This is an optimization exercise on Yosys and OpenROAD, whose aim is small area, a short achievable clock period and few clock cycles per item, not a production implementation.
In this exercise RTL edits were held to simulation tests only and were not proved equivalent to the original.

==> trial 94 <==
==> flow/design.v <==
module anubis_round_engine #(
    parameter int ROUNDS = 12,
    parameter int IDXW   = 5
) (
    input  logic            clk,
    input  logic            reset,
    input  logic            in_valid,
    output logic            in_ready,
    input  logic [127:0]    in_dat,
    output logic [IDXW-1:0] rk_idx,
    input  logic [127:0]    rk_dat,
    output logic            out_valid,
    input  logic            out_ready,
    output logic [127:0]    out_dat
);
    localparam logic [63:0] PTAB = 64'h128769adcb450ef3;
    localparam logic [63:0] QTAB = 64'h81b7d40fc32a65e9;
    function automatic logic [3:0] pbox(input logic [3:0] x);
        pbox = PTAB[4*x +: 4];
    endfunction
    function automatic logic [3:0] qbox(input logic [3:0] x);
        qbox = QTAB[4*x +: 4];
    endfunction
    function automatic logic [7:0] sbox(input logic [7:0] x);
        logic [7:0] a, b;
        a    = {pbox(x[7:4]), qbox(x[3:0])};
        a    = {a[7:6], a[3:2], a[5:4], a[1:0]};
        b    = {qbox(a[7:4]), pbox(a[3:0])};
        b    = {b[7:6], b[3:2], b[5:4], b[1:0]};
        sbox = {pbox(b[7:4]), qbox(b[3:0])};
    endfunction
    function automatic logic [7:0] x2(input logic [7:0] x);
        x2 = {x[6:0], 1'b0} ^ (x[7] ? 8'h1d : 8'h00);
    endfunction
    function automatic logic [7:0] x4(input logic [7:0] x);
        x4 = x2(x2(x));
    endfunction
    function automatic logic [7:0] byte_of(input logic [127:0] v, input int unsigned n);
        byte_of = v[8*(15-n) +: 8];
    endfunction
    function automatic logic [31:0] theta_row(input logic [31:0] g);
        logic [7:0] g0, g1, g2, g3, d01, d02, d13, d23;
        g0  = g[31:24];
        g1  = g[23:16];
        g2  = g[15:8];
        g3  = g[7:0];
        d01 = g0 ^ g1;
        d02 = g0 ^ g2;
        d13 = g1 ^ g3;
        d23 = g2 ^ g3;
        theta_row = {g0 ^ x2(d13) ^ x4(d23),
                     g1 ^ x2(d02) ^ x4(d23),
                     g2 ^ x2(d13) ^ x4(d01),
                     g3 ^ x2(d02) ^ x4(d01)};
    endfunction
    logic [127:0] ra, rb;              
    logic         ph;                  
    logic [1:0]   busy;                
    logic [3:0]   rc0, rc1;            
    logic         ld;                  
    logic         last;                
    logic         stall;
    logic [127:0] gt_vec, th_vec, b_vec, ra_nxt;
    assign stall   = out_valid & ~out_ready;
    assign in_ready = ld;
    assign out_dat = ra;
    always_comb begin
        for (int unsigned i = 0; i < 4; i++)
            for (int unsigned j = 0; j < 4; j++)
                gt_vec[8*(15-(4*i+j)) +: 8] = sbox(byte_of(ra, 4*j+i));
        for (int unsigned i = 0; i < 4; i++)
            th_vec[32*(3-i) +: 32] = theta_row(rb[32*(3-i) +: 32]);
        b_vec  = ld ? in_dat : (last ? rb : th_vec);
        ra_nxt = b_vec ^ rk_dat;
    end
    always_ff @(posedge clk) begin
        if (!stall) begin
            ra <= ra_nxt;
            rb <= gt_vec;
        end
    end
    logic       nph;
    logic [1:0] busy_n;
    logic [3:0] rc_cur, rc_oth, rc_cur_n;
    logic       fin;
    assign rc_cur = ph ? rc1 : rc0;
    assign rc_oth = ph ? rc0 : rc1;
    always_comb begin
        nph      = ~ph;
        busy_n   = busy;
        rc_cur_n = rc_cur;
        fin      = 1'b0;
        if (busy[ph]) begin
            if (rc_cur == 4'(ROUNDS)) begin
                busy_n[ph] = 1'b0;
                fin        = 1'b1;
            end
            rc_cur_n = rc_cur + 4'd1;
        end else if (ld && in_valid) begin
            busy_n[ph] = 1'b1;
            rc_cur_n   = 4'd1;
        end
    end
    always_ff @(posedge clk) begin
        if (reset) begin
            ph        <= 1'b0;
            busy      <= 2'b00;
            rc0       <= 4'd0;
            rc1       <= 4'd0;
            ld        <= 1'b1;
            last      <= 1'b0;
            out_valid <= 1'b0;
            rk_idx    <= '0;
        end else if (!stall) begin
            ph        <= nph;
            busy      <= busy_n;
            if (ph) rc1 <= rc_cur_n;
            else    rc0 <= rc_cur_n;
            out_valid <= fin;
            ld        <= ~busy[nph] & ~fin & ~(ld & in_valid);
            last      <= busy[nph] & (rc_oth == 4'(ROUNDS));
            rk_idx    <= busy[nph] ? IDXW'(rc_oth) : '0;
        end
    end
endmodule
==> flow/flow/run.sh <==
#!/bin/bash
# Standard synthesis, then the combinational logic re-mapped by ABC for area
# (flip-flops untouched), then the standard layout from floorplan on, with
# small input-port buffers and stronger output-port buffers.
set -euo pipefail
WORK=$(pwd)
R=$WORK/orfs/results/$FLOW_PLATFORM/anubis_round_engine/base
YOSYS=$(command -v yosys || echo "$FLOW_HOME/../tools/install/yosys/bin/yosys")
bash standard.sh synth > synth_std.log 2>&1
cp "$R/1_2_yosys.v" "$WORK/std_synth.v"
PLATFORM_LIB=$FLOW_HOME/platforms/sky130hd/lib/sky130_fd_sc_hd__tt_025C_1v80.lib \
NET_IN=$WORK/std_synth.v NET_OUT=$WORK/remap.v ABC_ARGS="-D 2000" \
    "$YOSYS" -c flow/remap.tcl > remap.log 2>&1
cp "$WORK/remap.v" "$R/1_2_yosys.v"
rm -f "$R/1_synth.odb" "$R/1_synth.sdc"
export PRE_RESIZE_TCL=$WORK/flow/outbuf.tcl
bash standard.sh BUFFER_PORTS_ARGS="-inputs -buffer_cell sky130_fd_sc_hd__buf_1" finish > layout.log 2>&1
==> flow/flow/outbuf.tcl <==
# Buffer the output ports with a stronger buffer than the input ports get.
buffer_ports -outputs -buffer_cell sky130_fd_sc_hd__buf_4
==> flow/flow/remap.tcl <==
# Re-map the combinational logic of the standard synthesis netlist for area.
# Flip-flops stay the instances (names and cell types) the standard synthesis made.
yosys -import
set LIB $::env(PLATFORM_LIB)
read_liberty -ignore_miss_func -ignore_miss_dir $LIB
read_verilog $::env(NET_IN)
hierarchy -top $::env(FLOW_TOP)
blackbox sky130_fd_sc_hd__df* sky130_fd_sc_hd__edf* sky130_fd_sc_hd__sdf* sky130_fd_sc_hd__dl* sky130_fd_sc_hd__sedf* sky130_fd_sc_hd__conb_1
flatten
opt -purge
abc {*}$::env(ABC_ARGS) -liberty $LIB -dont_use sky130_fd_sc_hd__probe_p_8 -dont_use sky130_fd_sc_hd__probec_p_8 -dont_use sky130_fd_sc_hd__lpflow_*
opt_clean -purge
hilomap -singleton -hicell sky130_fd_sc_hd__conb_1 HI -locell sky130_fd_sc_hd__conb_1 LO
splitnets
opt_clean -purge
stat -liberty $LIB

write_verilog -noattr -nohex -nodec $::env(NET_OUT)
==> flow/standard.sh <==
#!/bin/bash
# synth_recipe.tcl (not shown) runs the flow's synth.tcl, then flattens the netlist and writes it again
# the make line also repeats each setting of config.mk as NAME=value (left out here)
make -C /OpenROAD-flow-scripts/flow DESIGN_CONFIG=/design/flow/config.mk WORK_HOME=/design/flow/orfs CLKGATE_MAP_FILE= SYNTH_SCRIPT=/design/flow/synth_recipe.tcl "${@:-finish}"
==> flow/config.mk <==
export PLATFORM = sky130hd
export DESIGN_NAME = anubis_round_engine
export DESIGN_NICKNAME = anubis_round_engine
export VERILOG_FILES = /design/flow/design.v
export SDC_FILE = /design/flow/constraint.sdc
export NUM_CORES = 4
export LEC_CHECK = 0
export CAP_MARGIN = 20
export CORE_MARGIN = 2
export CORE_UTILIZATION = 65
export CTS_BUF_LIST = sky130_fd_sc_hd__clkbuf_16 sky130_fd_sc_hd__clkbuf_8
export CTS_CLUSTER_DIAMETER = 80
export CTS_CLUSTER_SIZE = 30
export PLACE_DENSITY = 0.75
export SETUP_SLACK_MARGIN = 4.0
export SLEW_MARGIN = 20
==> flow/constraint.sdc <==
create_clock -name core_clock -period 7.0 [get_ports {clk}]
set_input_delay 1.4000 -clock core_clock [delete_from_list [all_inputs] [get_ports {clk}]]
set_output_delay 1.4000 -clock core_clock [all_outputs]
set_load 0.01 [all_outputs]
==> build 41 (differences from trial 94) <==
==> flow/run.sh (new file) <==
#!/bin/bash
# synth_recipe.tcl (not shown) runs the flow's synth.tcl, then flattens the netlist and writes it again
# the make line also repeats each setting of config.mk as NAME=value (left out here)
make -C /OpenROAD-flow-scripts/flow DESIGN_CONFIG=/design/flow/config.mk WORK_HOME=/design/flow/orfs CLKGATE_MAP_FILE= SYNTH_SCRIPT=/design/flow/synth_recipe.tcl finish
CORE_UTILIZATION = 50   (was 65)
CTS_BUF_LIST = default   (was sky130_fd_sc_hd__clkbuf_16 sky130_fd_sc_hd__clkbuf_8)
CTS_CLUSTER_DIAMETER = default   (was 80)
CTS_CLUSTER_SIZE = default   (was 30)
PLACE_DENSITY = 0.6   (was 0.75)
SETUP_SLACK_MARGIN = default   (was 4.0)
removed: flow/flow/run.sh
removed: flow/flow/outbuf.tcl
removed: flow/flow/remap.tcl
removed: flow/standard.sh
==> trial 56 (differences from trial 94) <==
==> flow/flow/outbuf.tcl (replaced) <==
# Buffer the output ports with a stronger buffer than the input ports get.
buffer_ports -outputs -buffer_cell sky130_fd_sc_hd__buf_2
CORE_UTILIZATION = 50   (was 65)
PLACE_DENSITY = 0.6   (was 0.75)
SETUP_SLACK_MARGIN = 4.15   (was 4.0)
==> build 63 (differences from trial 94) <==
==> flow/design.v, changed modules only <==
module anubis_round_engine #(
    parameter int ROUNDS = 12,
    parameter int IDXW   = 5
) (
    input  logic            clk,
    input  logic            reset,
    input  logic            in_valid,
    output logic            in_ready,
    input  logic [127:0]    in_dat,
    output logic [IDXW-1:0] rk_idx,
    input  logic [127:0]    rk_dat,
    output logic            out_valid,
    input  logic            out_ready,
    output logic [127:0]    out_dat
);
    localparam logic [63:0] PTAB = 64'h128769adcb450ef3;
    localparam logic [63:0] QTAB = 64'h81b7d40fc32a65e9;
    function automatic logic [3:0] pbox(input logic [3:0] x);
        pbox = PTAB[4*x +: 4];
    endfunction
    function automatic logic [3:0] qbox(input logic [3:0] x);
        qbox = QTAB[4*x +: 4];
    endfunction
    function automatic logic [7:0] sbox_front(input logic [7:0] x);
        logic [7:0] a, b;
        a          = {pbox(x[7:4]), qbox(x[3:0])};
        a          = {a[7:6], a[3:2], a[5:4], a[1:0]};
        b          = {qbox(a[7:4]), pbox(a[3:0])};
        sbox_front = {b[7:6], b[3:2], b[5:4], b[1:0]};
    endfunction
    function automatic logic [7:0] sbox_back(input logic [7:0] b);
        sbox_back = {pbox(b[7:4]), qbox(b[3:0])};
    endfunction
    function automatic logic [7:0] x2(input logic [7:0] x);
        x2 = {x[6:0], 1'b0} ^ (x[7] ? 8'h1d : 8'h00);
    endfunction
    function automatic logic [7:0] x4(input logic [7:0] x);
        x4 = x2(x2(x));
    endfunction
    function automatic logic [7:0] byte_of(input logic [127:0] v, input int unsigned n);
        byte_of = v[8*(15-n) +: 8];
    endfunction
    function automatic logic [31:0] theta_mix(input logic [31:0] g);
        logic [7:0] g0, g1, g2, g3, d01, d02, d13, d23;
        g0  = g[31:24];
        g1  = g[23:16];
        g2  = g[15:8];
        g3  = g[7:0];
        d01 = g0 ^ g1;
        d02 = g0 ^ g2;
        d13 = g1 ^ g3;
        d23 = g2 ^ g3;
        theta_mix = {x2(d13) ^ x4(d23),
                     x2(d02) ^ x4(d23),
                     x2(d13) ^ x4(d01),
                     x2(d02) ^ x4(d01)};
    endfunction
    logic [127:0] ra, rb;              
    logic         ph;                  
    logic [1:0]   busy;                
    logic [3:0]   rc0, rc1;            
    logic         ld;                  
    logic         mix_en;              
    logic         stall;
    logic [127:0] f_vec, g_vec, mix_vec, ra_nxt;
    assign stall   = out_valid & ~out_ready;
    assign in_ready = ld;
    assign out_dat = ra;
    always_comb begin
        for (int unsigned i = 0; i < 4; i++)
            for (int unsigned j = 0; j < 4; j++)
                f_vec[8*(15-(4*i+j)) +: 8] = sbox_front(byte_of(ra, 4*j+i));
        for (int unsigned n = 0; n < 16; n++)
            g_vec[8*(15-n) +: 8] = sbox_back(byte_of(rb, n));
        for (int unsigned i = 0; i < 4; i++)
            mix_vec[32*(3-i) +: 32] = theta_mix(g_vec[32*(3-i) +: 32]);
        ra_nxt = (ld ? in_dat : g_vec) ^ rk_dat ^ (mix_vec & {128{mix_en}});
    end
    always_ff @(posedge clk) begin
        if (!stall) begin
            ra <= ra_nxt;
            rb <= f_vec;
        end
    end
    logic       nph;
    logic [1:0] busy_n;
    logic [3:0] rc_cur, rc_oth, rc_cur_n;
    logic       fin;
    assign rc_cur = ph ? rc1 : rc0;
    assign rc_oth = ph ? rc0 : rc1;
    always_comb begin
        nph      = ~ph;
        busy_n   = busy;
        rc_cur_n = rc_cur;
        fin      = 1'b0;
        if (busy[ph]) begin
            if (rc_cur == 4'(ROUNDS)) begin
                busy_n[ph] = 1'b0;
                fin        = 1'b1;
            end
            rc_cur_n = rc_cur + 4'd1;
        end else if (ld && in_valid) begin
            busy_n[ph] = 1'b1;
            rc_cur_n   = 4'd1;
        end
    end
    always_ff @(posedge clk) begin
        if (reset) begin
            ph        <= 1'b0;
            busy      <= 2'b00;
            rc0       <= 4'd0;
            rc1       <= 4'd0;
            ld        <= 1'b1;
            mix_en    <= 1'b0;
            out_valid <= 1'b0;
            rk_idx    <= '0;
        end else if (!stall) begin
            ph        <= nph;
            busy      <= busy_n;
            if (ph) rc1 <= rc_cur_n;
            else    rc0 <= rc_cur_n;
            out_valid <= fin;
            ld        <= ~busy[nph] & ~fin & ~(ld & in_valid);
            mix_en    <= busy[nph] & (rc_oth != 4'(ROUNDS));
            rk_idx    <= busy[nph] ? IDXW'(rc_oth) : '0;
        end
    end
endmodule
==> flow/flow/outbuf.tcl (replaced) <==
# Buffer the output ports with a stronger buffer than the input ports get.
buffer_ports -outputs -buffer_cell sky130_fd_sc_hd__buf_2
CORE_UTILIZATION = 50   (was 65)
PLACE_DENSITY = 0.6   (was 0.75)
SETUP_SLACK_MARGIN = 4.15   (was 4.0)
==> metrics.cfg <==
[status]
run_status = no timing/DRC/antenna violations

[critical_path]
r2r-start = ra[96]$_DFFE_PN_
cp_max_fo = 8

[finish]
drive_above_1_share = 0.1127
buf_share = 0.07507

[placement]
gp_congestion = 0.8663

[timing]
finalCritPeriodShare = 0.4089

-- figures above: trial 56

==> metrics.cfg <==
[die]
fp-row-count = 92

[timing]
finClkSkew_ns = 0.02240
finalCritPeriodShare = 0.5470

[finish]
buf_share = 0.1058
drive_above_1_share = 0.06360

[cts]
clockBufferDepth = 3

[critical_path]
r2r-start = ra[88]$_DFFE_PN_

[placement]
gp_congestion = 0.8717
dp.cells = 4583

[status]
run_status = no timing/DRC/antenna violations

[global_routing]
track_usage = 0.2468

-- figures above: build 41

==> metrics.cfg <==
[route]
wl_met2_um = 34880

[finish]
stdcell_area_sq_mm = 0.02892
buf_share = 0.06638

[global_routing]
overflow = 0
grt_pass1_wl_um = 110400

[status]
run_status = no timing/DRC/antenna violations

[timing]
finalCritPeriodShare = 0.3982

[critical_path]
r2r-start = rb[84]$_DFFE_PN_
cp_max_fo = 8

[placement]
gp_congestion = 0.9083

[cts]
numCtsBuffers = 23

-- figures above: build 63

==> metrics.cfg <==
[status]
run_status = no timing/DRC/antenna violations

[finish]
seq_share = 0.2771
drive_above_1_share = 0.08075
buf_share = 0.07753
largestClassByArea = multi-input combinational cells

[timing]
slew_violations = 0
setup-violations-final = 0
finalCritPeriodShare = 0.4187

[critical_path]
r2r-start = ra[37]$_DFFE_PN_
cp_max_fo = 7

[synth]
yosys_warnings = 1

[cts]
htreeDepth = 1

-- figures above: trial 94

Testbench counts of trial 94, summed over its fixed seeds: cycles 6,680, items 512.
Testbench counts of build 41, summed over its fixed seeds: cycles 6,680, items 512.
Testbench counts of trial 56, summed over its fixed seeds: cycles 6,680, items 512.
Testbench counts of build 63, summed over its fixed seeds: cycles 6,680, items 512.

## static timing again, ports no longer ideal
The flow's constraints put no driver on any port. The routed layouts listed below were extracted and timed again, unchanged, in two steps. Step 1 (the two cells are an assumption about what drives the block):
set clk [get_ports {clk}]
set_driving_cell -lib_cell sky130_fd_sc_hd__clkbuf_16 $clk
set_driving_cell -lib_cell sky130_fd_sc_hd__buf_2 [delete_from_list [all_inputs] $clk]
Step 2 adds t to the input delays and takes it off the output delays; t is the mean of the earliest and latest rising clock arrival at the registers after step 1. Input paths then give back, and output paths get back, about the clock's delay inside the block. Three values: ideal, step 1, step 2; two values: the first two.
run	shift t [ns]	slack for setup (ns)	slew at the worst register clock pin (ns)	worst slew at a driven data input, ns
trial 94	0.613	4.069 / 4.069 / 4.044	0.12 / 0.12	0.09
build 41	0.607	3.171 / 3.171 / 2.871	0.06 / 0.06	0.08
trial 56	0.626	4.137 / 4.081 / 4.019	0.08 / 0.08	0.09
build 63	0.627	4.212 / 4.149 / 3.676	0.10 / 0.10	0.06
After both steps setup and hold are still met in every run listed. The setup slack of build 63, which loses most, moves by -0.063 ns with the drivers and by -0.536 ns with both steps.
